Source: an optimization exercise on an open RTL-to-GDS flow (aim: a short achievable clock period and few clock cycles per item). Production flows keep margins and buffers that such runs may drop. For this run, only the layout was checked, not whether the RTL still works.

==> design.v <==
package lkdv_pkg;
	localparam int unsigned LKDV_MAX_NEIGHBOURS = 8;
	localparam int unsigned CNT_W      = 4;
	localparam int unsigned COORD_W    = 16;
	localparam int unsigned SQ_W       = 32;
	localparam int unsigned ROOT_W     = 16;
	localparam int unsigned DRIVE_W    = 15;
	localparam int unsigned QUO_W      = 15;
endpackage
module lkdv_arith #(
	parameter int unsigned W = 16
) (
	input  logic [W-1:0] a,
	input  logic [W-1:0] b,
	output logic         ge,
	output logic [W-1:0] diff
);
	logic [W:0] delta;
	assign delta = {1'b0, a} - {1'b0, b};
	assign ge    = ~delta[W];
	assign diff  = delta[W-1:0];
endmodule
module lkdv_qualify (
	input  logic        clk,
	input  logic        arst_n,
	input  logic        beat_v,
	input  logic [15:0] beat_x,
	input  logic [15:0] beat_y,
	input  logic        beat_p,
	input  logic        beat_e,
	input  logic [15:0] reach,
	output logic        fr_v,
	output logic        fr_f,
	output logic        fr_sx,
	output logic        fr_sy,
	output logic [15:0] fr_ax,
	output logic [15:0] fr_ay,
	output logic [2:0]  fr_idx,
	output logic [31:0] fr_sq
);
	logic [3:0]  cnt_q;
	logic        v1, e1, c1, sx1, sy1;
	logic [2:0]  idx1;
	logic [15:0] ax1, ay1;
	always_ff @(posedge clk or negedge arst_n) begin
		if (!arst_n) begin
			cnt_q <= '0;
			v1    <= 1'b0;
		end else begin
			v1 <= beat_v;
			if (beat_v) begin
				if (beat_e)
					cnt_q <= '0;
				else if (!cnt_q[3])
					cnt_q <= cnt_q + 4'd1;
			end
		end
	end
	always_ff @(posedge clk) begin
		e1   <= beat_e;
		c1   <= beat_p & ~cnt_q[3];
		idx1 <= cnt_q[2:0];
		sx1  <= beat_x[15];
		sy1  <= beat_y[15];
		ax1  <= beat_x[15] ? (~beat_x + 16'd1) : beat_x;
		ay1  <= beat_y[15] ? (~beat_y + 16'd1) : beat_y;
	end
	logic        v2, e2, c2, sx2, sy2;
	logic [2:0]  idx2;
	logic [15:0] ax2, ay2;
	logic [15:0] xll2, xhh2, yll2, yhh2;
	logic [15:0] xlh2, ylh2;
	always_ff @(posedge clk or negedge arst_n) begin
		if (!arst_n) v2 <= 1'b0;
		else         v2 <= v1;
	end
	always_ff @(posedge clk) begin
		e2   <= e1;
		c2   <= c1;
		idx2 <= idx1;
		sx2  <= sx1;
		sy2  <= sy1;
		ax2  <= ax1;
		ay2  <= ay1;
		xll2 <= ax1[7:0] * ax1[7:0];
		xlh2 <= ax1[7:0] * ax1[15:8];
		xhh2 <= ax1[15:8] * ax1[15:8];
		yll2 <= ay1[7:0] * ay1[7:0];
		ylh2 <= ay1[7:0] * ay1[15:8];
		yhh2 <= ay1[15:8] * ay1[15:8];
	end
	logic        v3, e3, c3, sx3, sy3;
	logic [2:0]  idx3;
	logic [15:0] ax3, ay3;
	logic [30:0] xsq3, ysq3;
	always_ff @(posedge clk or negedge arst_n) begin
		if (!arst_n) v3 <= 1'b0;
		else         v3 <= v2;
	end
	always_ff @(posedge clk) begin
		e3   <= e2;
		c3   <= c2;
		idx3 <= idx2;
		sx3  <= sx2;
		sy3  <= sy2;
		ax3  <= ax2;
		ay3  <= ay2;
		xsq3 <= {xhh2[14:0], 16'd0} + {6'd0, xlh2, 9'd0} + {15'd0, xll2};
		ysq3 <= {yhh2[14:0], 16'd0} + {6'd0, ylh2, 9'd0} + {15'd0, yll2};
	end
	logic        v4, e4, c4, sx4, sy4;
	logic [2:0]  idx4;
	logic [15:0] ax4, ay4;
	logic [31:0] sq4;
	always_ff @(posedge clk or negedge arst_n) begin
		if (!arst_n) v4 <= 1'b0;
		else         v4 <= v3;
	end
	always_ff @(posedge clk) begin
		e4   <= e3;
		c4   <= c3;
		idx4 <= idx3;
		sx4  <= sx3;
		sy4  <= sy3;
		ax4  <= ax3;
		ay4  <= ay3;
		sq4  <= {1'b0, xsq3} + {1'b0, ysq3};
	end
	logic [15:0] rll, rlh, rhh;
	logic [31:0] r2;
	always_ff @(posedge clk) begin
		rll <= reach[7:0] * reach[7:0];
		rlh <= reach[7:0] * reach[15:8];
		rhh <= reach[15:8] * reach[15:8];
		r2  <= {rhh, 16'd0} + {7'd0, rlh, 9'd0} + {16'd0, rll};
	end
	logic        v5, e5, q5, sx5, sy5;
	logic [2:0]  idx5;
	logic [15:0] ax5, ay5;
	logic [31:0] sq5;
	always_ff @(posedge clk or negedge arst_n) begin
		if (!arst_n) v5 <= 1'b0;
		else         v5 <= v4;
	end
	always_ff @(posedge clk) begin
		e5   <= e4;
		q5   <= c4 & (sq4 > r2);
		idx5 <= idx4;
		sx5  <= sx4;
		sy5  <= sy4;
		ax5  <= ax4;
		ay5  <= ay4;
		sq5  <= sq4;
	end
	logic        fnd_q;
	logic        h_sx, h_sy;
	logic [2:0]  h_idx;
	logic [15:0] h_ax, h_ay;
	logic [31:0] h_sq;
	always_ff @(posedge clk or negedge arst_n) begin
		if (!arst_n) begin
			fnd_q <= 1'b0;
			fr_v  <= 1'b0;
		end else begin
			fr_v <= v5 & e5;
			if (v5) begin
				if (e5)
					fnd_q <= 1'b0;
				else if (!fnd_q)
					fnd_q <= q5;
			end
		end
	end
	always_ff @(posedge clk) begin
		if (v5 && !e5 && !fnd_q) begin
			h_sx  <= sx5;
			h_sy  <= sy5;
			h_idx <= idx5;
			h_ax  <= ax5;
			h_ay  <= ay5;
			h_sq  <= sq5;
		end
		fr_f   <= fnd_q | q5;
		fr_sx  <= fnd_q ? h_sx  : sx5;
		fr_sy  <= fnd_q ? h_sy  : sy5;
		fr_idx <= fnd_q ? h_idx : idx5;
		fr_ax  <= fnd_q ? h_ax  : ax5;
		fr_ay  <= fnd_q ? h_ay  : ay5;
		fr_sq  <= fnd_q ? h_sq  : sq5;
	end
endmodule
module lkdv_scale (
	input  logic        clk,
	input  logic        arst_n,
	input  logic        in_v,
	input  logic        in_f,
	input  logic        in_sx,
	input  logic        in_sy,
	input  logic [15:0] in_ax,
	input  logic [15:0] in_ay,
	input  logic [2:0]  in_idx,
	input  logic [31:0] in_sq,
	input  logic [14:0] gain,
	output logic        o_v,
	output logic        o_f,
	output logic        o_sx,
	output logic        o_sy,
	output logic [2:0]  o_idx,
	output logic [14:0] o_qx,
	output logic [14:0] o_qy
);
	logic [2:0] s0_a, s0_b, s0_d;
	logic s0_ge;
	assign s0_a = in_sq[31:30];
	assign s0_b = 2'd1;
	lkdv_arith #(.W(3)) u_s0 (.a(s0_a), .b(s0_b), .ge(s0_ge), .diff(s0_d));
	logic [1:0] s0_rem;
	assign s0_rem = s0_ge ? s0_d[1:0] : s0_a[1:0];
	logic [0:0] s0_root;
	assign s0_root = s0_ge;
	logic [29:0] s0_n;
	assign s0_n = in_sq[29:0];
	logic [3:0] s1_a, s1_b, s1_d;
	logic s1_ge;
	assign s1_a = {s0_rem, s0_n[29:28]};
	assign s1_b = {s0_root, 2'b01};
	lkdv_arith #(.W(4)) u_s1 (.a(s1_a), .b(s1_b), .ge(s1_ge), .diff(s1_d));
	logic [2:0] s1_rem;
	assign s1_rem = s1_ge ? s1_d[2:0] : s1_a[2:0];
	logic [1:0] s1_root;
	assign s1_root = {s0_root, s1_ge};
	logic [27:0] s1_n;
	assign s1_n = s0_n[27:0];
	logic [4:0] s2_a, s2_b, s2_d;
	logic s2_ge;
	assign s2_a = {s1_rem, s1_n[27:26]};
	assign s2_b = {s1_root, 2'b01};
	lkdv_arith #(.W(5)) u_s2 (.a(s2_a), .b(s2_b), .ge(s2_ge), .diff(s2_d));
	logic [3:0] s2_rem;
	assign s2_rem = s2_ge ? s2_d[3:0] : s2_a[3:0];
	logic [2:0] s2_root;
	assign s2_root = {s1_root, s2_ge};
	logic [25:0] s2_n;
	assign s2_n = s1_n[25:0];
	logic [5:0] s3_a, s3_b, s3_d;
	logic s3_ge;
	assign s3_a = {s2_rem, s2_n[25:24]};
	assign s3_b = {s2_root, 2'b01};
	lkdv_arith #(.W(6)) u_s3 (.a(s3_a), .b(s3_b), .ge(s3_ge), .diff(s3_d));
	logic [4:0] s3_rem;
	assign s3_rem = s3_ge ? s3_d[4:0] : s3_a[4:0];
	logic [3:0] s3_root;
	assign s3_root = {s2_root, s3_ge};
	logic [23:0] s3_n;
	assign s3_n = s2_n[23:0];
	logic [0:0] p1_v;
	logic [0:0] p1_f;
	logic [0:0] p1_sx;
	logic [0:0] p1_sy;
	logic [2:0] p1_idx;
	logic [15:0] p1_ax;
	logic [15:0] p1_ay;
	logic [23:0] p1_n;
	logic [4:0] p1_rem;
	logic [3:0] p1_root;
	always_ff @(posedge clk or negedge arst_n) begin
		if (!arst_n) p1_v <= 1'b0;
		else         p1_v <= in_v;
	end
	always_ff @(posedge clk) begin
		p1_f <= in_f;
		p1_sx <= in_sx;
		p1_sy <= in_sy;
		p1_idx <= in_idx;
		p1_ax <= in_ax;
		p1_ay <= in_ay;
		p1_n <= s3_n;
		p1_rem <= s3_rem;
		p1_root <= s3_root;
	end
	logic [6:0] s4_a, s4_b, s4_d;
	logic s4_ge;
	assign s4_a = {p1_rem, p1_n[23:22]};
	assign s4_b = {p1_root, 2'b01};
	lkdv_arith #(.W(7)) u_s4 (.a(s4_a), .b(s4_b), .ge(s4_ge), .diff(s4_d));
	logic [5:0] s4_rem;
	assign s4_rem = s4_ge ? s4_d[5:0] : s4_a[5:0];
	logic [4:0] s4_root;
	assign s4_root = {p1_root, s4_ge};
	logic [21:0] s4_n;
	assign s4_n = p1_n[21:0];
	logic [7:0] s5_a, s5_b, s5_d;
	logic s5_ge;
	assign s5_a = {s4_rem, s4_n[21:20]};
	assign s5_b = {s4_root, 2'b01};
	lkdv_arith #(.W(8)) u_s5 (.a(s5_a), .b(s5_b), .ge(s5_ge), .diff(s5_d));
	logic [6:0] s5_rem;
	assign s5_rem = s5_ge ? s5_d[6:0] : s5_a[6:0];
	logic [5:0] s5_root;
	assign s5_root = {s4_root, s5_ge};
	logic [19:0] s5_n;
	assign s5_n = s4_n[19:0];
	logic [8:0] s6_a, s6_b, s6_d;
	logic s6_ge;
	assign s6_a = {s5_rem, s5_n[19:18]};
	assign s6_b = {s5_root, 2'b01};
	lkdv_arith #(.W(9)) u_s6 (.a(s6_a), .b(s6_b), .ge(s6_ge), .diff(s6_d));
	logic [7:0] s6_rem;
	assign s6_rem = s6_ge ? s6_d[7:0] : s6_a[7:0];
	logic [6:0] s6_root;
	assign s6_root = {s5_root, s6_ge};
	logic [17:0] s6_n;
	assign s6_n = s5_n[17:0];
	logic [0:0] p2_v;
	logic [0:0] p2_f;
	logic [0:0] p2_sx;
	logic [0:0] p2_sy;
	logic [2:0] p2_idx;
	logic [15:0] p2_ax;
	logic [15:0] p2_ay;
	logic [17:0] p2_n;
	logic [7:0] p2_rem;
	logic [6:0] p2_root;
	always_ff @(posedge clk or negedge arst_n) begin
		if (!arst_n) p2_v <= 1'b0;
		else         p2_v <= p1_v;
	end
	always_ff @(posedge clk) begin
		p2_f <= p1_f;
		p2_sx <= p1_sx;
		p2_sy <= p1_sy;
		p2_idx <= p1_idx;
		p2_ax <= p1_ax;
		p2_ay <= p1_ay;
		p2_n <= s6_n;
		p2_rem <= s6_rem;
		p2_root <= s6_root;
	end
	logic [9:0] s7_a, s7_b, s7_d;
	logic s7_ge;
	assign s7_a = {p2_rem, p2_n[17:16]};
	assign s7_b = {p2_root, 2'b01};
	lkdv_arith #(.W(10)) u_s7 (.a(s7_a), .b(s7_b), .ge(s7_ge), .diff(s7_d));
	logic [8:0] s7_rem;
	assign s7_rem = s7_ge ? s7_d[8:0] : s7_a[8:0];
	logic [7:0] s7_root;
	assign s7_root = {p2_root, s7_ge};
	logic [15:0] s7_n;
	assign s7_n = p2_n[15:0];
	logic [10:0] s8_a, s8_b, s8_d;
	logic s8_ge;
	assign s8_a = {s7_rem, s7_n[15:14]};
	assign s8_b = {s7_root, 2'b01};
	lkdv_arith #(.W(11)) u_s8 (.a(s8_a), .b(s8_b), .ge(s8_ge), .diff(s8_d));
	logic [9:0] s8_rem;
	assign s8_rem = s8_ge ? s8_d[9:0] : s8_a[9:0];
	logic [8:0] s8_root;
	assign s8_root = {s7_root, s8_ge};
	logic [13:0] s8_n;
	assign s8_n = s7_n[13:0];
	logic [11:0] s9_a, s9_b, s9_d;
	logic s9_ge;
	assign s9_a = {s8_rem, s8_n[13:12]};
	assign s9_b = {s8_root, 2'b01};
	lkdv_arith #(.W(12)) u_s9 (.a(s9_a), .b(s9_b), .ge(s9_ge), .diff(s9_d));
	logic [10:0] s9_rem;
	assign s9_rem = s9_ge ? s9_d[10:0] : s9_a[10:0];
	logic [9:0] s9_root;
	assign s9_root = {s8_root, s9_ge};
	logic [11:0] s9_n;
	assign s9_n = s8_n[11:0];
	logic [0:0] p3_v;
	logic [0:0] p3_f;
	logic [0:0] p3_sx;
	logic [0:0] p3_sy;
	logic [2:0] p3_idx;
	logic [15:0] p3_ax;
	logic [15:0] p3_ay;
	logic [11:0] p3_n;
	logic [10:0] p3_rem;
	logic [9:0] p3_root;
	always_ff @(posedge clk or negedge arst_n) begin
		if (!arst_n) p3_v <= 1'b0;
		else         p3_v <= p2_v;
	end
	always_ff @(posedge clk) begin
		p3_f <= p2_f;
		p3_sx <= p2_sx;
		p3_sy <= p2_sy;
		p3_idx <= p2_idx;
		p3_ax <= p2_ax;
		p3_ay <= p2_ay;
		p3_n <= s9_n;
		p3_rem <= s9_rem;
		p3_root <= s9_root;
	end
	logic [12:0] s10_a, s10_b, s10_d;
	logic s10_ge;
	assign s10_a = {p3_rem, p3_n[11:10]};
	assign s10_b = {p3_root, 2'b01};
	lkdv_arith #(.W(13)) u_s10 (.a(s10_a), .b(s10_b), .ge(s10_ge), .diff(s10_d));
	logic [11:0] s10_rem;
	assign s10_rem = s10_ge ? s10_d[11:0] : s10_a[11:0];
	logic [10:0] s10_root;
	assign s10_root = {p3_root, s10_ge};
	logic [9:0] s10_n;
	assign s10_n = p3_n[9:0];
	logic [13:0] s11_a, s11_b, s11_d;
	logic s11_ge;
	assign s11_a = {s10_rem, s10_n[9:8]};
	assign s11_b = {s10_root, 2'b01};
	lkdv_arith #(.W(14)) u_s11 (.a(s11_a), .b(s11_b), .ge(s11_ge), .diff(s11_d));
	logic [12:0] s11_rem;
	assign s11_rem = s11_ge ? s11_d[12:0] : s11_a[12:0];
	logic [11:0] s11_root;
	assign s11_root = {s10_root, s11_ge};
	logic [7:0] s11_n;
	assign s11_n = s10_n[7:0];
	logic [0:0] p4_v;
	logic [0:0] p4_f;
	logic [0:0] p4_sx;
	logic [0:0] p4_sy;
	logic [2:0] p4_idx;
	logic [15:0] p4_ax;
	logic [15:0] p4_ay;
	logic [7:0] p4_n;
	logic [12:0] p4_rem;
	logic [11:0] p4_root;
	always_ff @(posedge clk or negedge arst_n) begin
		if (!arst_n) p4_v <= 1'b0;
		else         p4_v <= p3_v;
	end
	always_ff @(posedge clk) begin
		p4_f <= p3_f;
		p4_sx <= p3_sx;
		p4_sy <= p3_sy;
		p4_idx <= p3_idx;
		p4_ax <= p3_ax;
		p4_ay <= p3_ay;
		p4_n <= s11_n;
		p4_rem <= s11_rem;
		p4_root <= s11_root;
	end
	logic [22:0] pxl, pxh, pyl, pyh;
	assign pxl = gain * p4_ax[7:0];
	assign pxh = gain * p4_ax[15:8];
	assign pyl = gain * p4_ay[7:0];
	assign pyh = gain * p4_ay[15:8];
	logic [14:0] s12_a, s12_b, s12_d;
	logic s12_ge;
	assign s12_a = {p4_rem, p4_n[7:6]};
	assign s12_b = {p4_root, 2'b01};
	lkdv_arith #(.W(15)) u_s12 (.a(s12_a), .b(s12_b), .ge(s12_ge), .diff(s12_d));
	logic [13:0] s12_rem;
	assign s12_rem = s12_ge ? s12_d[13:0] : s12_a[13:0];
	logic [12:0] s12_root;
	assign s12_root = {p4_root, s12_ge};
	logic [5:0] s12_n;
	assign s12_n = p4_n[5:0];
	logic [15:0] s13_a, s13_b, s13_d;
	logic s13_ge;
	assign s13_a = {s12_rem, s12_n[5:4]};
	assign s13_b = {s12_root, 2'b01};
	lkdv_arith #(.W(16)) u_s13 (.a(s13_a), .b(s13_b), .ge(s13_ge), .diff(s13_d));
	logic [14:0] s13_rem;
	assign s13_rem = s13_ge ? s13_d[14:0] : s13_a[14:0];
	logic [13:0] s13_root;
	assign s13_root = {s12_root, s13_ge};
	logic [3:0] s13_n;
	assign s13_n = s12_n[3:0];
	logic [0:0] p5_v;
	logic [0:0] p5_f;
	logic [0:0] p5_sx;
	logic [0:0] p5_sy;
	logic [2:0] p5_idx;
	logic [3:0] p5_n;
	logic [14:0] p5_rem;
	logic [13:0] p5_root;
	logic [22:0] p5_pxl;
	logic [22:0] p5_pxh;
	logic [22:0] p5_pyl;
	logic [22:0] p5_pyh;
	always_ff @(posedge clk or negedge arst_n) begin
		if (!arst_n) p5_v <= 1'b0;
		else         p5_v <= p4_v;
	end
	always_ff @(posedge clk) begin
		p5_f <= p4_f;
		p5_sx <= p4_sx;
		p5_sy <= p4_sy;
		p5_idx <= p4_idx;
		p5_n <= s13_n;
		p5_rem <= s13_rem;
		p5_root <= s13_root;
		p5_pxl <= pxl;
		p5_pxh <= pxh;
		p5_pyl <= pyl;
		p5_pyh <= pyh;
	end
	logic [30:0] px, py;
	assign px = {p5_pxh, 8'd0} + {8'd0, p5_pxl};
	assign py = {p5_pyh, 8'd0} + {8'd0, p5_pyl};
	logic [16:0] s14_a, s14_b, s14_d;
	logic s14_ge;
	assign s14_a = {p5_rem, p5_n[3:2]};
	assign s14_b = {p5_root, 2'b01};
	lkdv_arith #(.W(17)) u_s14 (.a(s14_a), .b(s14_b), .ge(s14_ge), .diff(s14_d));
	logic [15:0] s14_rem;
	assign s14_rem = s14_ge ? s14_d[15:0] : s14_a[15:0];
	logic [14:0] s14_root;
	assign s14_root = {p5_root, s14_ge};
	logic [1:0] s14_n;
	assign s14_n = p5_n[1:0];
	logic [17:0] s15_a, s15_b, s15_d;
	logic s15_ge;
	assign s15_a = {s14_rem, s14_n[1:0]};
	assign s15_b = {s14_root, 2'b01};
	lkdv_arith #(.W(18)) u_s15 (.a(s15_a), .b(s15_b), .ge(s15_ge), .diff(s15_d));
	logic [16:0] s15_rem;
	assign s15_rem = s15_ge ? s15_d[16:0] : s15_a[16:0];
	logic [15:0] s15_root;
	assign s15_root = {s14_root, s15_ge};
	logic [0:0] p6_v;
	logic [0:0] p6_f;
	logic [0:0] p6_sx;
	logic [0:0] p6_sy;
	logic [2:0] p6_idx;
	logic [15:0] p6_root;
	logic [30:0] p6_px;
	logic [30:0] p6_py;
	always_ff @(posedge clk or negedge arst_n) begin
		if (!arst_n) p6_v <= 1'b0;
		else         p6_v <= p5_v;
	end
	always_ff @(posedge clk) begin
		p6_f <= p5_f;
		p6_sx <= p5_sx;
		p6_sy <= p5_sy;
		p6_idx <= p5_idx;
		p6_root <= s15_root;
		p6_px <= px;
		p6_py <= py;
	end
	logic [16:0] dx0_a, dx0_b, dx0_d;
	logic dx0_ge;
	assign dx0_a = {p6_px[30:15], p6_px[14:0][14]};
	assign dx0_b = {1'b0, p6_root};
	lkdv_arith #(.W(17)) u_dx0 (.a(dx0_a), .b(dx0_b), .ge(dx0_ge), .diff(dx0_d));
	logic [15:0] dx0_r;
	assign dx0_r = dx0_ge ? dx0_d[15:0] : dx0_a[15:0];
	logic [13:0] dx0_l;
	assign dx0_l = p6_px[14:0][13:0];
	logic dx0_q;
	assign dx0_q = dx0_ge;
	logic [16:0] dy0_a, dy0_b, dy0_d;
	logic dy0_ge;
	assign dy0_a = {p6_py[30:15], p6_py[14:0][14]};
	assign dy0_b = {1'b0, p6_root};
	lkdv_arith #(.W(17)) u_dy0 (.a(dy0_a), .b(dy0_b), .ge(dy0_ge), .diff(dy0_d));
	logic [15:0] dy0_r;
	assign dy0_r = dy0_ge ? dy0_d[15:0] : dy0_a[15:0];
	logic [13:0] dy0_l;
	assign dy0_l = p6_py[14:0][13:0];
	logic dy0_q;
	assign dy0_q = dy0_ge;
	logic [16:0] dx1_a, dx1_b, dx1_d;
	logic dx1_ge;
	assign dx1_a = {dx0_r, dx0_l[13]};
	assign dx1_b = {1'b0, p6_root};
	lkdv_arith #(.W(17)) u_dx1 (.a(dx1_a), .b(dx1_b), .ge(dx1_ge), .diff(dx1_d));
	logic [15:0] dx1_r;
	assign dx1_r = dx1_ge ? dx1_d[15:0] : dx1_a[15:0];
	logic [12:0] dx1_l;
	assign dx1_l = dx0_l[12:0];
	logic [1:0] dx1_q;
	assign dx1_q = {dx0_q, dx1_ge};
	logic [16:0] dy1_a, dy1_b, dy1_d;
	logic dy1_ge;
	assign dy1_a = {dy0_r, dy0_l[13]};
	assign dy1_b = {1'b0, p6_root};
	lkdv_arith #(.W(17)) u_dy1 (.a(dy1_a), .b(dy1_b), .ge(dy1_ge), .diff(dy1_d));
	logic [15:0] dy1_r;
	assign dy1_r = dy1_ge ? dy1_d[15:0] : dy1_a[15:0];
	logic [12:0] dy1_l;
	assign dy1_l = dy0_l[12:0];
	logic [1:0] dy1_q;
	assign dy1_q = {dy0_q, dy1_ge};
	logic [0:0] p7_v;
	logic [0:0] p7_f;
	logic [0:0] p7_sx;
	logic [0:0] p7_sy;
	logic [2:0] p7_idx;
	logic [15:0] p7_root;
	logic [15:0] p7_rx;
	logic [15:0] p7_ry;
	logic [12:0] p7_lx;
	logic [12:0] p7_ly;
	logic [1:0] p7_qx;
	logic [1:0] p7_qy;
	always_ff @(posedge clk or negedge arst_n) begin
		if (!arst_n) p7_v <= 1'b0;
		else         p7_v <= p6_v;
	end
	always_ff @(posedge clk) begin
		p7_f <= p6_f;
		p7_sx <= p6_sx;
		p7_sy <= p6_sy;
		p7_idx <= p6_idx;
		p7_root <= p6_root;
		p7_rx <= dx1_r;
		p7_ry <= dy1_r;
		p7_lx <= dx1_l;
		p7_ly <= dy1_l;
		p7_qx <= dx1_q;
		p7_qy <= dy1_q;
	end
	logic [16:0] dx2_a, dx2_b, dx2_d;
	logic dx2_ge;
	assign dx2_a = {p7_rx, p7_lx[12]};
	assign dx2_b = {1'b0, p7_root};
	lkdv_arith #(.W(17)) u_dx2 (.a(dx2_a), .b(dx2_b), .ge(dx2_ge), .diff(dx2_d));
	logic [15:0] dx2_r;
	assign dx2_r = dx2_ge ? dx2_d[15:0] : dx2_a[15:0];
	logic [11:0] dx2_l;
	assign dx2_l = p7_lx[11:0];
	logic [2:0] dx2_q;
	assign dx2_q = {p7_qx, dx2_ge};
	logic [16:0] dy2_a, dy2_b, dy2_d;
	logic dy2_ge;
	assign dy2_a = {p7_ry, p7_ly[12]};
	assign dy2_b = {1'b0, p7_root};
	lkdv_arith #(.W(17)) u_dy2 (.a(dy2_a), .b(dy2_b), .ge(dy2_ge), .diff(dy2_d));
	logic [15:0] dy2_r;
	assign dy2_r = dy2_ge ? dy2_d[15:0] : dy2_a[15:0];
	logic [11:0] dy2_l;
	assign dy2_l = p7_ly[11:0];
	logic [2:0] dy2_q;
	assign dy2_q = {p7_qy, dy2_ge};
	logic [16:0] dx3_a, dx3_b, dx3_d;
	logic dx3_ge;
	assign dx3_a = {dx2_r, dx2_l[11]};
	assign dx3_b = {1'b0, p7_root};
	lkdv_arith #(.W(17)) u_dx3 (.a(dx3_a), .b(dx3_b), .ge(dx3_ge), .diff(dx3_d));
	logic [15:0] dx3_r;
	assign dx3_r = dx3_ge ? dx3_d[15:0] : dx3_a[15:0];
	logic [10:0] dx3_l;
	assign dx3_l = dx2_l[10:0];
	logic [3:0] dx3_q;
	assign dx3_q = {dx2_q, dx3_ge};
	logic [16:0] dy3_a, dy3_b, dy3_d;
	logic dy3_ge;
	assign dy3_a = {dy2_r, dy2_l[11]};
	assign dy3_b = {1'b0, p7_root};
	lkdv_arith #(.W(17)) u_dy3 (.a(dy3_a), .b(dy3_b), .ge(dy3_ge), .diff(dy3_d));
	logic [15:0] dy3_r;
	assign dy3_r = dy3_ge ? dy3_d[15:0] : dy3_a[15:0];
	logic [10:0] dy3_l;
	assign dy3_l = dy2_l[10:0];
	logic [3:0] dy3_q;
	assign dy3_q = {dy2_q, dy3_ge};
	logic [0:0] p8_v;
	logic [0:0] p8_f;
	logic [0:0] p8_sx;
	logic [0:0] p8_sy;
	logic [2:0] p8_idx;
	logic [15:0] p8_root;
	logic [15:0] p8_rx;
	logic [15:0] p8_ry;
	logic [10:0] p8_lx;
	logic [10:0] p8_ly;
	logic [3:0] p8_qx;
	logic [3:0] p8_qy;
	always_ff @(posedge clk or negedge arst_n) begin
		if (!arst_n) p8_v <= 1'b0;
		else         p8_v <= p7_v;
	end
	always_ff @(posedge clk) begin
		p8_f <= p7_f;
		p8_sx <= p7_sx;
		p8_sy <= p7_sy;
		p8_idx <= p7_idx;
		p8_root <= p7_root;
		p8_rx <= dx3_r;
		p8_ry <= dy3_r;
		p8_lx <= dx3_l;
		p8_ly <= dy3_l;
		p8_qx <= dx3_q;
		p8_qy <= dy3_q;
	end
	logic [16:0] dx4_a, dx4_b, dx4_d;
	logic dx4_ge;
	assign dx4_a = {p8_rx, p8_lx[10]};
	assign dx4_b = {1'b0, p8_root};
	lkdv_arith #(.W(17)) u_dx4 (.a(dx4_a), .b(dx4_b), .ge(dx4_ge), .diff(dx4_d));
	logic [15:0] dx4_r;
	assign dx4_r = dx4_ge ? dx4_d[15:0] : dx4_a[15:0];
	logic [9:0] dx4_l;
	assign dx4_l = p8_lx[9:0];
	logic [4:0] dx4_q;
	assign dx4_q = {p8_qx, dx4_ge};
	logic [16:0] dy4_a, dy4_b, dy4_d;
	logic dy4_ge;
	assign dy4_a = {p8_ry, p8_ly[10]};
	assign dy4_b = {1'b0, p8_root};
	lkdv_arith #(.W(17)) u_dy4 (.a(dy4_a), .b(dy4_b), .ge(dy4_ge), .diff(dy4_d));
	logic [15:0] dy4_r;
	assign dy4_r = dy4_ge ? dy4_d[15:0] : dy4_a[15:0];
	logic [9:0] dy4_l;
	assign dy4_l = p8_ly[9:0];
	logic [4:0] dy4_q;
	assign dy4_q = {p8_qy, dy4_ge};
	logic [16:0] dx5_a, dx5_b, dx5_d;
	logic dx5_ge;
	assign dx5_a = {dx4_r, dx4_l[9]};
	assign dx5_b = {1'b0, p8_root};
	lkdv_arith #(.W(17)) u_dx5 (.a(dx5_a), .b(dx5_b), .ge(dx5_ge), .diff(dx5_d));
	logic [15:0] dx5_r;
	assign dx5_r = dx5_ge ? dx5_d[15:0] : dx5_a[15:0];
	logic [8:0] dx5_l;
	assign dx5_l = dx4_l[8:0];
	logic [5:0] dx5_q;
	assign dx5_q = {dx4_q, dx5_ge};
	logic [16:0] dy5_a, dy5_b, dy5_d;
	logic dy5_ge;
	assign dy5_a = {dy4_r, dy4_l[9]};
	assign dy5_b = {1'b0, p8_root};
	lkdv_arith #(.W(17)) u_dy5 (.a(dy5_a), .b(dy5_b), .ge(dy5_ge), .diff(dy5_d));
	logic [15:0] dy5_r;
	assign dy5_r = dy5_ge ? dy5_d[15:0] : dy5_a[15:0];
	logic [8:0] dy5_l;
	assign dy5_l = dy4_l[8:0];
	logic [5:0] dy5_q;
	assign dy5_q = {dy4_q, dy5_ge};
	logic [0:0] p9_v;
	logic [0:0] p9_f;
	logic [0:0] p9_sx;
	logic [0:0] p9_sy;
	logic [2:0] p9_idx;
	logic [15:0] p9_root;
	logic [15:0] p9_rx;
	logic [15:0] p9_ry;
	logic [8:0] p9_lx;
	logic [8:0] p9_ly;
	logic [5:0] p9_qx;
	logic [5:0] p9_qy;
	always_ff @(posedge clk or negedge arst_n) begin
		if (!arst_n) p9_v <= 1'b0;
		else         p9_v <= p8_v;
	end
	always_ff @(posedge clk) begin
		p9_f <= p8_f;
		p9_sx <= p8_sx;
		p9_sy <= p8_sy;
		p9_idx <= p8_idx;
		p9_root <= p8_root;
		p9_rx <= dx5_r;
		p9_ry <= dy5_r;
		p9_lx <= dx5_l;
		p9_ly <= dy5_l;
		p9_qx <= dx5_q;
		p9_qy <= dy5_q;
	end
	logic [16:0] dx6_a, dx6_b, dx6_d;
	logic dx6_ge;
	assign dx6_a = {p9_rx, p9_lx[8]};
	assign dx6_b = {1'b0, p9_root};
	lkdv_arith #(.W(17)) u_dx6 (.a(dx6_a), .b(dx6_b), .ge(dx6_ge), .diff(dx6_d));
	logic [15:0] dx6_r;
	assign dx6_r = dx6_ge ? dx6_d[15:0] : dx6_a[15:0];
	logic [7:0] dx6_l;
	assign dx6_l = p9_lx[7:0];
	logic [6:0] dx6_q;
	assign dx6_q = {p9_qx, dx6_ge};
	logic [16:0] dy6_a, dy6_b, dy6_d;
	logic dy6_ge;
	assign dy6_a = {p9_ry, p9_ly[8]};
	assign dy6_b = {1'b0, p9_root};
	lkdv_arith #(.W(17)) u_dy6 (.a(dy6_a), .b(dy6_b), .ge(dy6_ge), .diff(dy6_d));
	logic [15:0] dy6_r;
	assign dy6_r = dy6_ge ? dy6_d[15:0] : dy6_a[15:0];
	logic [7:0] dy6_l;
	assign dy6_l = p9_ly[7:0];
	logic [6:0] dy6_q;
	assign dy6_q = {p9_qy, dy6_ge};
	logic [16:0] dx7_a, dx7_b, dx7_d;
	logic dx7_ge;
	assign dx7_a = {dx6_r, dx6_l[7]};
	assign dx7_b = {1'b0, p9_root};
	lkdv_arith #(.W(17)) u_dx7 (.a(dx7_a), .b(dx7_b), .ge(dx7_ge), .diff(dx7_d));
	logic [15:0] dx7_r;
	assign dx7_r = dx7_ge ? dx7_d[15:0] : dx7_a[15:0];
	logic [6:0] dx7_l;
	assign dx7_l = dx6_l[6:0];
	logic [7:0] dx7_q;
	assign dx7_q = {dx6_q, dx7_ge};
	logic [16:0] dy7_a, dy7_b, dy7_d;
	logic dy7_ge;
	assign dy7_a = {dy6_r, dy6_l[7]};
	assign dy7_b = {1'b0, p9_root};
	lkdv_arith #(.W(17)) u_dy7 (.a(dy7_a), .b(dy7_b), .ge(dy7_ge), .diff(dy7_d));
	logic [15:0] dy7_r;
	assign dy7_r = dy7_ge ? dy7_d[15:0] : dy7_a[15:0];
	logic [6:0] dy7_l;
	assign dy7_l = dy6_l[6:0];
	logic [7:0] dy7_q;
	assign dy7_q = {dy6_q, dy7_ge};
	logic [0:0] p10_v;
	logic [0:0] p10_f;
	logic [0:0] p10_sx;
	logic [0:0] p10_sy;
	logic [2:0] p10_idx;
	logic [15:0] p10_root;
	logic [15:0] p10_rx;
	logic [15:0] p10_ry;
	logic [6:0] p10_lx;
	logic [6:0] p10_ly;
	logic [7:0] p10_qx;
	logic [7:0] p10_qy;
	always_ff @(posedge clk or negedge arst_n) begin
		if (!arst_n) p10_v <= 1'b0;
		else         p10_v <= p9_v;
	end
	always_ff @(posedge clk) begin
		p10_f <= p9_f;
		p10_sx <= p9_sx;
		p10_sy <= p9_sy;
		p10_idx <= p9_idx;
		p10_root <= p9_root;
		p10_rx <= dx7_r;
		p10_ry <= dy7_r;
		p10_lx <= dx7_l;
		p10_ly <= dy7_l;
		p10_qx <= dx7_q;
		p10_qy <= dy7_q;
	end
	logic [16:0] dx8_a, dx8_b, dx8_d;
	logic dx8_ge;
	assign dx8_a = {p10_rx, p10_lx[6]};
	assign dx8_b = {1'b0, p10_root};
	lkdv_arith #(.W(17)) u_dx8 (.a(dx8_a), .b(dx8_b), .ge(dx8_ge), .diff(dx8_d));
	logic [15:0] dx8_r;
	assign dx8_r = dx8_ge ? dx8_d[15:0] : dx8_a[15:0];
	logic [5:0] dx8_l;
	assign dx8_l = p10_lx[5:0];
	logic [8:0] dx8_q;
	assign dx8_q = {p10_qx, dx8_ge};
	logic [16:0] dy8_a, dy8_b, dy8_d;
	logic dy8_ge;
	assign dy8_a = {p10_ry, p10_ly[6]};
	assign dy8_b = {1'b0, p10_root};
	lkdv_arith #(.W(17)) u_dy8 (.a(dy8_a), .b(dy8_b), .ge(dy8_ge), .diff(dy8_d));
	logic [15:0] dy8_r;
	assign dy8_r = dy8_ge ? dy8_d[15:0] : dy8_a[15:0];
	logic [5:0] dy8_l;
	assign dy8_l = p10_ly[5:0];
	logic [8:0] dy8_q;
	assign dy8_q = {p10_qy, dy8_ge};
	logic [16:0] dx9_a, dx9_b, dx9_d;
	logic dx9_ge;
	assign dx9_a = {dx8_r, dx8_l[5]};
	assign dx9_b = {1'b0, p10_root};
	lkdv_arith #(.W(17)) u_dx9 (.a(dx9_a), .b(dx9_b), .ge(dx9_ge), .diff(dx9_d));
	logic [15:0] dx9_r;
	assign dx9_r = dx9_ge ? dx9_d[15:0] : dx9_a[15:0];
	logic [4:0] dx9_l;
	assign dx9_l = dx8_l[4:0];
	logic [9:0] dx9_q;
	assign dx9_q = {dx8_q, dx9_ge};
	logic [16:0] dy9_a, dy9_b, dy9_d;
	logic dy9_ge;
	assign dy9_a = {dy8_r, dy8_l[5]};
	assign dy9_b = {1'b0, p10_root};
	lkdv_arith #(.W(17)) u_dy9 (.a(dy9_a), .b(dy9_b), .ge(dy9_ge), .diff(dy9_d));
	logic [15:0] dy9_r;
	assign dy9_r = dy9_ge ? dy9_d[15:0] : dy9_a[15:0];
	logic [4:0] dy9_l;
	assign dy9_l = dy8_l[4:0];
	logic [9:0] dy9_q;
	assign dy9_q = {dy8_q, dy9_ge};
	logic [0:0] p11_v;
	logic [0:0] p11_f;
	logic [0:0] p11_sx;
	logic [0:0] p11_sy;
	logic [2:0] p11_idx;
	logic [15:0] p11_root;
	logic [15:0] p11_rx;
	logic [15:0] p11_ry;
	logic [4:0] p11_lx;
	logic [4:0] p11_ly;
	logic [9:0] p11_qx;
	logic [9:0] p11_qy;
	always_ff @(posedge clk or negedge arst_n) begin
		if (!arst_n) p11_v <= 1'b0;
		else         p11_v <= p10_v;
	end
	always_ff @(posedge clk) begin
		p11_f <= p10_f;
		p11_sx <= p10_sx;
		p11_sy <= p10_sy;
		p11_idx <= p10_idx;
		p11_root <= p10_root;
		p11_rx <= dx9_r;
		p11_ry <= dy9_r;
		p11_lx <= dx9_l;
		p11_ly <= dy9_l;
		p11_qx <= dx9_q;
		p11_qy <= dy9_q;
	end
	logic [16:0] dx10_a, dx10_b, dx10_d;
	logic dx10_ge;
	assign dx10_a = {p11_rx, p11_lx[4]};
	assign dx10_b = {1'b0, p11_root};
	lkdv_arith #(.W(17)) u_dx10 (.a(dx10_a), .b(dx10_b), .ge(dx10_ge), .diff(dx10_d));
	logic [15:0] dx10_r;
	assign dx10_r = dx10_ge ? dx10_d[15:0] : dx10_a[15:0];
	logic [3:0] dx10_l;
	assign dx10_l = p11_lx[3:0];
	logic [10:0] dx10_q;
	assign dx10_q = {p11_qx, dx10_ge};
	logic [16:0] dy10_a, dy10_b, dy10_d;
	logic dy10_ge;
	assign dy10_a = {p11_ry, p11_ly[4]};
	assign dy10_b = {1'b0, p11_root};
	lkdv_arith #(.W(17)) u_dy10 (.a(dy10_a), .b(dy10_b), .ge(dy10_ge), .diff(dy10_d));
	logic [15:0] dy10_r;
	assign dy10_r = dy10_ge ? dy10_d[15:0] : dy10_a[15:0];
	logic [3:0] dy10_l;
	assign dy10_l = p11_ly[3:0];
	logic [10:0] dy10_q;
	assign dy10_q = {p11_qy, dy10_ge};
	logic [16:0] dx11_a, dx11_b, dx11_d;
	logic dx11_ge;
	assign dx11_a = {dx10_r, dx10_l[3]};
	assign dx11_b = {1'b0, p11_root};
	lkdv_arith #(.W(17)) u_dx11 (.a(dx11_a), .b(dx11_b), .ge(dx11_ge), .diff(dx11_d));
	logic [15:0] dx11_r;
	assign dx11_r = dx11_ge ? dx11_d[15:0] : dx11_a[15:0];
	logic [2:0] dx11_l;
	assign dx11_l = dx10_l[2:0];
	logic [11:0] dx11_q;
	assign dx11_q = {dx10_q, dx11_ge};
	logic [16:0] dy11_a, dy11_b, dy11_d;
	logic dy11_ge;
	assign dy11_a = {dy10_r, dy10_l[3]};
	assign dy11_b = {1'b0, p11_root};
	lkdv_arith #(.W(17)) u_dy11 (.a(dy11_a), .b(dy11_b), .ge(dy11_ge), .diff(dy11_d));
	logic [15:0] dy11_r;
	assign dy11_r = dy11_ge ? dy11_d[15:0] : dy11_a[15:0];
	logic [2:0] dy11_l;
	assign dy11_l = dy10_l[2:0];
	logic [11:0] dy11_q;
	assign dy11_q = {dy10_q, dy11_ge};
	logic [0:0] p12_v;
	logic [0:0] p12_f;
	logic [0:0] p12_sx;
	logic [0:0] p12_sy;
	logic [2:0] p12_idx;
	logic [15:0] p12_root;
	logic [15:0] p12_rx;
	logic [15:0] p12_ry;
	logic [2:0] p12_lx;
	logic [2:0] p12_ly;
	logic [11:0] p12_qx;
	logic [11:0] p12_qy;
	always_ff @(posedge clk or negedge arst_n) begin
		if (!arst_n) p12_v <= 1'b0;
		else         p12_v <= p11_v;
	end
	always_ff @(posedge clk) begin
		p12_f <= p11_f;
		p12_sx <= p11_sx;
		p12_sy <= p11_sy;
		p12_idx <= p11_idx;
		p12_root <= p11_root;
		p12_rx <= dx11_r;
		p12_ry <= dy11_r;
		p12_lx <= dx11_l;
		p12_ly <= dy11_l;
		p12_qx <= dx11_q;
		p12_qy <= dy11_q;
	end
	logic [16:0] dx12_a, dx12_b, dx12_d;
	logic dx12_ge;
	assign dx12_a = {p12_rx, p12_lx[2]};
	assign dx12_b = {1'b0, p12_root};
	lkdv_arith #(.W(17)) u_dx12 (.a(dx12_a), .b(dx12_b), .ge(dx12_ge), .diff(dx12_d));
	logic [15:0] dx12_r;
	assign dx12_r = dx12_ge ? dx12_d[15:0] : dx12_a[15:0];
	logic [1:0] dx12_l;
	assign dx12_l = p12_lx[1:0];
	logic [12:0] dx12_q;
	assign dx12_q = {p12_qx, dx12_ge};
	logic [16:0] dy12_a, dy12_b, dy12_d;
	logic dy12_ge;
	assign dy12_a = {p12_ry, p12_ly[2]};
	assign dy12_b = {1'b0, p12_root};
	lkdv_arith #(.W(17)) u_dy12 (.a(dy12_a), .b(dy12_b), .ge(dy12_ge), .diff(dy12_d));
	logic [15:0] dy12_r;
	assign dy12_r = dy12_ge ? dy12_d[15:0] : dy12_a[15:0];
	logic [1:0] dy12_l;
	assign dy12_l = p12_ly[1:0];
	logic [12:0] dy12_q;
	assign dy12_q = {p12_qy, dy12_ge};
	logic [16:0] dx13_a, dx13_b, dx13_d;
	logic dx13_ge;
	assign dx13_a = {dx12_r, dx12_l[1]};
	assign dx13_b = {1'b0, p12_root};
	lkdv_arith #(.W(17)) u_dx13 (.a(dx13_a), .b(dx13_b), .ge(dx13_ge), .diff(dx13_d));
	logic [15:0] dx13_r;
	assign dx13_r = dx13_ge ? dx13_d[15:0] : dx13_a[15:0];
	logic [0:0] dx13_l;
	assign dx13_l = dx12_l[0:0];
	logic [13:0] dx13_q;
	assign dx13_q = {dx12_q, dx13_ge};
	logic [16:0] dy13_a, dy13_b, dy13_d;
	logic dy13_ge;
	assign dy13_a = {dy12_r, dy12_l[1]};
	assign dy13_b = {1'b0, p12_root};
	lkdv_arith #(.W(17)) u_dy13 (.a(dy13_a), .b(dy13_b), .ge(dy13_ge), .diff(dy13_d));
	logic [15:0] dy13_r;
	assign dy13_r = dy13_ge ? dy13_d[15:0] : dy13_a[15:0];
	logic [0:0] dy13_l;
	assign dy13_l = dy12_l[0:0];
	logic [13:0] dy13_q;
	assign dy13_q = {dy12_q, dy13_ge};
	logic [0:0] p13_v;
	logic [0:0] p13_f;
	logic [0:0] p13_sx;
	logic [0:0] p13_sy;
	logic [2:0] p13_idx;
	logic [15:0] p13_root;
	logic [15:0] p13_rx;
	logic [15:0] p13_ry;
	logic [0:0] p13_lx;
	logic [0:0] p13_ly;
	logic [13:0] p13_qx;
	logic [13:0] p13_qy;
	always_ff @(posedge clk or negedge arst_n) begin
		if (!arst_n) p13_v <= 1'b0;
		else         p13_v <= p12_v;
	end
	always_ff @(posedge clk) begin
		p13_f <= p12_f;
		p13_sx <= p12_sx;
		p13_sy <= p12_sy;
		p13_idx <= p12_idx;
		p13_root <= p12_root;
		p13_rx <= dx13_r;
		p13_ry <= dy13_r;
		p13_lx <= dx13_l;
		p13_ly <= dy13_l;
		p13_qx <= dx13_q;
		p13_qy <= dy13_q;
	end
	logic [16:0] dx14_a, dx14_b, dx14_d;
	logic dx14_ge;
	assign dx14_a = {p13_rx, p13_lx[0]};
	assign dx14_b = {1'b0, p13_root};
	lkdv_arith #(.W(17)) u_dx14 (.a(dx14_a), .b(dx14_b), .ge(dx14_ge), .diff(dx14_d));
	logic [14:0] dx14_q;
	assign dx14_q = {p13_qx, dx14_ge};
	logic [16:0] dy14_a, dy14_b, dy14_d;
	logic dy14_ge;
	assign dy14_a = {p13_ry, p13_ly[0]};
	assign dy14_b = {1'b0, p13_root};
	lkdv_arith #(.W(17)) u_dy14 (.a(dy14_a), .b(dy14_b), .ge(dy14_ge), .diff(dy14_d));
	logic [14:0] dy14_q;
	assign dy14_q = {p13_qy, dy14_ge};
	logic [0:0] p14_v;
	logic [0:0] p14_f;
	logic [0:0] p14_sx;
	logic [0:0] p14_sy;
	logic [2:0] p14_idx;
	logic [14:0] p14_qx;
	logic [14:0] p14_qy;
	always_ff @(posedge clk or negedge arst_n) begin
		if (!arst_n) p14_v <= 1'b0;
		else         p14_v <= p13_v;
	end
	always_ff @(posedge clk) begin
		p14_f <= p13_f;
		p14_sx <= p13_sx;
		p14_sy <= p13_sy;
		p14_idx <= p13_idx;
		p14_qx <= dx14_q;
		p14_qy <= dy14_q;
	end
	assign o_v   = p14_v;
	assign o_f   = p14_f;
	assign o_sx  = p14_sx;
	assign o_sy  = p14_sy;
	assign o_idx = p14_idx;
	assign o_qx  = p14_qx;
	assign o_qy  = p14_qy;
endmodule
import lkdv_pkg::*;
module link_keeping_drive_vector (
	input  logic                      clk,
	input  logic                      arst_n,
	input  logic                      psel,
	input  logic                      penable,
	input  logic                      pwrite,
	input  logic [2:0]                paddr,
	input  logic [31:0]               pwdata,
	output logic [31:0]               prdata,
	output logic                      pready,
	input  logic                      in_valid,
	output logic                      in_stall,
	input  logic signed [COORD_W-1:0] offset_x,
	input  logic signed [COORD_W-1:0] offset_y,
	input  logic                      present,
	input  logic                      frame_end,
	output logic                      out_valid,
	input  logic                      out_stall,
	output logic signed [COORD_W-1:0] drive_x,
	output logic signed [COORD_W-1:0] drive_y,
	output logic                      has_signal,
	output logic [CNT_W-1:0]          chosen_index
);
	localparam int unsigned QA_W  = 4;                
	localparam int unsigned OWE_W = QA_W + 1;
	localparam int unsigned LIMIT = (1 << QA_W) - 2;  
	logic [COORD_W-1:0] reach_q;
	logic [DRIVE_W-1:0] gain_q;
	logic [31:0]        prdata_q;
	assign pready = 1'b1;
	always_ff @(posedge clk or negedge arst_n) begin
		if (!arst_n) begin
			reach_q <= '0;
			gain_q  <= '0;
		end else if (psel && penable && pwrite) begin
			if (paddr[2])
				gain_q  <= pwdata[DRIVE_W-1:0];
			else
				reach_q <= pwdata[COORD_W-1:0];
		end
	end
	always_ff @(posedge clk) begin
		prdata_q <= paddr[2] ? {{(32-DRIVE_W){1'b0}}, gain_q} : {{(32-COORD_W){1'b0}}, reach_q};
	end
	assign prdata = prdata_q;
	logic               in_stall_q;
	logic               bv_q, be_q, bp_q;
	logic [COORD_W-1:0] bx_q, by_q;
	always_ff @(posedge clk or negedge arst_n) begin
		if (!arst_n) bv_q <= 1'b0;
		else         bv_q <= in_valid & ~in_stall_q;
	end
	always_ff @(posedge clk) begin
		bx_q <= offset_x;
		by_q <= offset_y;
		bp_q <= present;
		be_q <= frame_end;
	end
	assign in_stall = in_stall_q;
	logic        fr_v, fr_f, fr_sx, fr_sy;
	logic [15:0] fr_ax, fr_ay;
	logic [2:0]  fr_idx;
	logic [31:0] fr_sq;
	lkdv_qualify u_qualify (
		.clk    (clk),
		.arst_n (arst_n),
		.beat_v (bv_q),
		.beat_x (bx_q),
		.beat_y (by_q),
		.beat_p (bp_q),
		.beat_e (be_q),
		.reach  (reach_q),
		.fr_v   (fr_v),
		.fr_f   (fr_f),
		.fr_sx  (fr_sx),
		.fr_sy  (fr_sy),
		.fr_ax  (fr_ax),
		.fr_ay  (fr_ay),
		.fr_idx (fr_idx),
		.fr_sq  (fr_sq)
	);
	logic        sc_v, sc_f, sc_sx, sc_sy;
	logic [2:0]  sc_idx;
	logic [14:0] sc_qx, sc_qy;
	lkdv_scale u_scale (
		.clk    (clk),
		.arst_n (arst_n),
		.in_v   (fr_v),
		.in_f   (fr_f),
		.in_sx  (fr_sx),
		.in_sy  (fr_sy),
		.in_ax  (fr_ax),
		.in_ay  (fr_ay),
		.in_idx (fr_idx),
		.in_sq  (fr_sq),
		.gain   (gain_q),
		.o_v    (sc_v),
		.o_f    (sc_f),
		.o_sx   (sc_sx),
		.o_sy   (sc_sy),
		.o_idx  (sc_idx),
		.o_qx   (sc_qx),
		.o_qy   (sc_qy)
	);
	logic [36:0]     rq_mem [0:(1<<QA_W)-1];
	logic [QA_W:0]   wp_q, rp_q;
	logic [15:0]     res_x, res_y;
	logic [36:0]     res;
	logic [36:0]     rq_head;
	logic            rq_nonempty;
	logic            head_v;
	logic [36:0]     head_d;
	logic            out_valid_q;
	logic [36:0]     out_q;
	logic            out_load;
	assign res_x = sc_f ? (sc_sx ? (16'd0 - {1'b0, sc_qx}) : {1'b0, sc_qx}) : 16'd0;
	assign res_y = sc_f ? (sc_sy ? (16'd0 - {1'b0, sc_qy}) : {1'b0, sc_qy}) : 16'd0;
	assign res   = {res_x, res_y, sc_f, sc_f ? {1'b0, sc_idx} : 4'd0};
	always_ff @(posedge clk) begin
		if (sc_v)
			rq_mem[wp_q[QA_W-1:0]] <= res;
	end
	assign rq_head     = rq_mem[rp_q[QA_W-1:0]];
	assign rq_nonempty = (wp_q != rp_q);
	assign head_v      = rq_nonempty | sc_v;
	assign head_d      = rq_nonempty ? rq_head : res;
	assign out_load    = ~out_valid_q | ~out_stall;
	always_ff @(posedge clk or negedge arst_n) begin
		if (!arst_n) begin
			wp_q        <= '0;
			rp_q        <= '0;
			out_valid_q <= 1'b0;
		end else begin
			if (sc_v)
				wp_q <= wp_q + 1'b1;
			if (out_load) begin
				out_valid_q <= head_v;
				if (head_v)
					rp_q <= rp_q + 1'b1;
			end
		end
	end
	always_ff @(posedge clk) begin
		if (out_load)
			out_q <= head_d;
	end
	assign out_valid    = out_valid_q;
	assign drive_x      = out_q[36:21];
	assign drive_y      = out_q[20:5];
	assign has_signal   = out_q[4];
	assign chosen_index = out_q[3:0];
	logic [OWE_W-1:0] owed_q;
	logic [OWE_W-1:0] owed_d;
	logic             pop_q;
	assign owed_d = owed_q + {{(OWE_W-1){1'b0}}, bv_q & be_q} - {{(OWE_W-1){1'b0}}, pop_q};
	always_ff @(posedge clk or negedge arst_n) begin
		if (!arst_n) begin
			owed_q     <= '0;
			pop_q      <= 1'b0;
			in_stall_q <= 1'b0;
		end else begin
			owed_q     <= owed_d;
			pop_q      <= out_valid_q & ~out_stall;
			in_stall_q <= (owed_d >= LIMIT);
		end
	end
endmodule
==> flow/run.sh <==
#!/bin/bash
# Standard synthesis and layout; timing repair aims at a tighter period than
# the clock's (setup margin below), which the standard settings cap at 5 ns.
set -euo pipefail
MARGIN=${MARGIN:-7.5}
bash standard.sh synth > synth.log 2>&1
bash standard.sh finish SETUP_SLACK_MARGIN=$MARGIN TNS_END_PERCENT=100 > layout.log 2>&1
==> standard.sh <==
#!/bin/bash
# synth_recipe.tcl (not shown) runs the flow's synth.tcl, then flattens the netlist and writes it again
# the make line also repeats each setting of config.mk as NAME=value (left out here)
make -C /OpenROAD-flow-scripts/flow DESIGN_CONFIG=/design/flow/config.mk WORK_HOME=/design/flow/orfs CLKGATE_MAP_FILE= SYNTH_SCRIPT=/design/flow/synth_recipe.tcl "${@:-finish}"
==> config.mk <==
export PLATFORM = sky130hd
export DESIGN_NAME = link_keeping_drive_vector
export DESIGN_NICKNAME = link_keeping_drive_vector
export VERILOG_FILES = /design/flow/design.v
export SDC_FILE = /design/flow/constraint.sdc
export NUM_CORES = 4
export LEC_CHECK = 0
export CAP_MARGIN = 20
export CORE_MARGIN = 2
export CORE_UTILIZATION = 40
export PLACE_DENSITY = 0.6
export SLEW_MARGIN = 20
==> constraint.sdc <==
create_clock -name core_clock -period 11.0 [get_ports {clk}]
set_input_delay 2.2000 -clock core_clock [delete_from_list [all_inputs] [get_ports {clk}]]
set_output_delay 2.2000 -clock core_clock [all_outputs]
set_load 0.01 [all_outputs]
==> impl_metrics.yaml <==
final_layout:
  layout_commonest_cell: "dfxtp_1"
  multi_input_comb_area_sq_mm: 0.0774
  mostFrequentLayoutCells: "1591 x dfxtp_1, 1046 x inv_1, 972 x ha_1"
  layout.cells.non_filler: 17600
  nets: 15000
  regArea_sq_mm: 0.0572
  drive_gt1_frac: 0.296
  area_growth_pct: 27.7
  num-fill-cells: 27500
logic_synthesis:
  synth-seq-area-share: 0.436
  synthArstFlopShare: 0.0303
  synthFlopType: "dfxtp_1"
  yosys_warnings: 3
  synth_edf_count: 681
  synthesis.area_sq_mm: 0.130
  avgSynthCellArea_sq_um: 11.1
  postSynthCellCount: 11800
  synth_seq_cells: 2479
  ys_types: 94
detailed_routing:
  drt-vias-per-instance: 5.12
  drt-wirelength-per-cell_microns: 19.5
  drtPass1Iterations: 7
  vias: 90400
  drt_iter0_drc: 4658
  routed_wl_microns: 344000
  final_antenna_net_count: 0
  drc: 0
sta:
  hold_viol_final: 0
  fmax_ghz: 0.182
  setup_viol: 0
  fin_crit_sh: 0.499
  skew_ps: 57.8
  tightest_slew_ps: 1070
  period_minus_slack_ps: 5490
  tns_ps: 0
  final_max_slew_viol_count: 0
  rsz0062_at_grt: "true"
  slew_headroom: 0.287
placed_design:
  gp_congestion: 0.870
  place_inst: 16000
  io_buffers: 111
  place_hpwl_microns: 220000
worst_setup_path:
  crit_required_ps: 11780
  cp.arrival_ps: 6270
  start_kind: "register"
  path_max_fanout: 7
  max_stage_delay_ps: 390
  critPathKind: "reg2reg"
  cp_slowest_cell: "or4_1"
  setup.worst_path.end_class: "register"
grt:
  grt_start_max_net_pins: 64
  grt_pass1_vias: 96400
  grt_antenna_before_repair: 19
  grt_overflow: 0
  track_usage: 0.202
  grt_pass1_wl_microns: 529000
clock_tree:
  ctsHtreeMaxLevel: 5
  clock_path_buffers: 4
  cts_tree: "done"
  clk_pin_slew_ps: 70
  cts_buffers: 274
  hold_buffers: 0
  cts.sinks: 2479
  cts-root-buf: "clkbuf_16"
  clock_latency_ps: 900
hold_path:
  hp-class: "reg2reg"
floorplanning:
  start_util: 0.402
  fp.dieH_microns: 575
  rows: 209
  coreArea_sq_mm: 0.324
  die_x_microns: 575
  io_pins: 148
  dieArea_sq_mm: 0.331
job:
  drv_cap: 0
outcome:
  status: "finished clean"
[cell usage after synthesis, types with 27 or more instances]
library cell,number,area share
nor2_1,652,0.019
a31oi_1,35,0.0017
mux4_2,180,0.031
and2_1,471,0.023
nand2b_1,123,0.0059
o31ai_1,51,0.0029
a21oi_1,560,0.021
xnor2_1,534,0.036
a211oi_1,39,0.0022
fa_1,604,0.093
nor3_1,174,0.0067
o21ai_0,452,0.017
or2_2,27,0.0013
nor2b_1,163,0.0078
or3_1,60,0.0029
ha_1,1216,0.12
a21boi_0,67,0.0039
nand4_1,35,0.0017
o21a_1,125,0.0072
and3_1,57,0.0027
inv_1,1233,0.035
nand3_1,78,0.0030
mux2_2,394,0.034
nand2_1,819,0.024
mux2i_1,45,0.0035
clkbuf_1,232,0.0067
o21bai_1,77,0.0044
o211ai_1,29,0.0017
edfxtp_1,681,0.16
dfxtp_1,1723,0.26
dfrtp_1,75,0.014
xor2_1,226,0.015
a21o_1,186,0.011
[sequential cells by signal (all words and copies together), names as in the netlist, 18 cells and up]
signal / flops
u_qualify.h_sq: 32
u_qualify.xsq3: 29
u_scale.p5_pxl: 23
u_scale.p5_pxh: 23
u_scale.p5_pyh: 23
u_scale.p6_py: 31
u_qualify.ysq3: 29
rq_mem: 576
u_scale.p2_n: 18
u_qualify.fr_sq: 32
u_scale.p6_px: 31
u_qualify.sq4: 32
u_qualify.r2: 31
out_q: 36
u_qualify.sq5: 32
u_scale.p5_pyl: 23
u_scale.p1_n: 24
[metal layers]
metal / GRT usage / vias up / wire, microns
met3: 0.0238 / 812 / 13500
met4: 0.105 / 2 / 18400
met5: 0 / - / 11
li1: - / 42900 / -
met1: 0.231 / 44600 / 136000
met2: 0.369 / 2093 / 176000
[critical path, delay by kind of cell (launching register included)]
family                   cells  cell delay, ps
AO/OA/AOI/OAI               11            1850
flip-flops                   1             380
adder cells (fa/ha/maj)      3             770
AND/OR/NAND/NOR             12            1930
buffers and inverters        3             440
[metrics by stage]
stage               utilization  setup WS, ps  hold slack, ps  instance area, sq um
finish                    0.514          5510             307                167000
global route              0.514          5250             300                167000
CTS                       0.499          5510             308                162000
detailed placement        0.429          4680             312                139000
global placement          0.429          4780             310                139000
floorplan                     -          5870             310                134000
[cell type report]
class                           instances  area share
Clock buffer                          366      0.0455
Multi-Input combinational cell       7810       0.465
Timing Repair Buffer                 1256      0.0748
Sequential cell                      2479       0.343
Clock inverter                        135     0.00914
Antenna cell                           30    0.000451
Tap cell                             4325      0.0325
Inverter                             1236      0.0291
Timing Repair inverter                  2   0.0000751
[kinds of logic (layout without fill, tap and decap cells)]
group	after synthesis	count (layout)	share of synthesized area
muxes	621	621	0.0688
buffers and inverters	1532	2995	0.0449
and+or+nand+nor	2722	2734	0.101
adders and majority gates	1820	1820	0.209
DFF	2479	2479	0.436
AOI/OAI and AO/OA	1850	1857	0.0894
xor gates and xnor gates	760	760	0.0510
other	2	48	0.0000576
[path summary, 6_finish.rpt]
check                      cells after the start  slack [ps]                    endpoint                      start
max in group asynchronous                      2        8490       gain_q[0]$_DFFE_PN0P_                     arst_n
max reg2reg                                   29        5510  u_scale.p3_rem[10]$_DFF_P_  u_scale.p2_rem[0]$_DFF_P_
min                                            0         310   u_scale.p4_ax[13]$_DFF_P_  u_scale.p3_ax[13]$_DFF_P_
max                                           29        5510  u_scale.p3_rem[10]$_DFF_P_  u_scale.p2_rem[0]$_DFF_P_
min in group asynchronous                      1        1410         wp_q[1]$_DFFE_PN0P_                     arst_n
min reg2reg                                    0         310   u_scale.p4_ax[13]$_DFF_P_  u_scale.p3_ax[13]$_DFF_P_
[timing repair]
item	CTS	global route
gates resized for setup	1720	707
setup endpoints to repair	530	511
pin swaps	699	549
gates cloned	63	2
setup buffers	809	223

## port drivers added, routing unchanged
In the flow no input, the clock included, has a driving cell. The finished layout below was timed again as built, in two steps.
Step 1 sets driving cells, clkbuf_16 on the clock port and buf_2 on the other inputs (assumed; they add their load-dependent delay and slew).
Step 2 times the ports against the registers' clock, not the clock port: input delays grow and output delays shrink by t, the midpoint of the rising clock arrivals with the driver on.
a / b / c = ideal ports / drivers / drivers and shift; a / b = the first two.
t (ns): 0.982
setup WS [ns]: 5.510 / 5.510 / 5.510
worst setup path at the end: register to register
cell pins on the clock port's net: 1
After both steps this run still meets setup and hold. For this run, drivers alone change the setup slack by 0.000 ns; drivers and shift together by 0.000 ns.
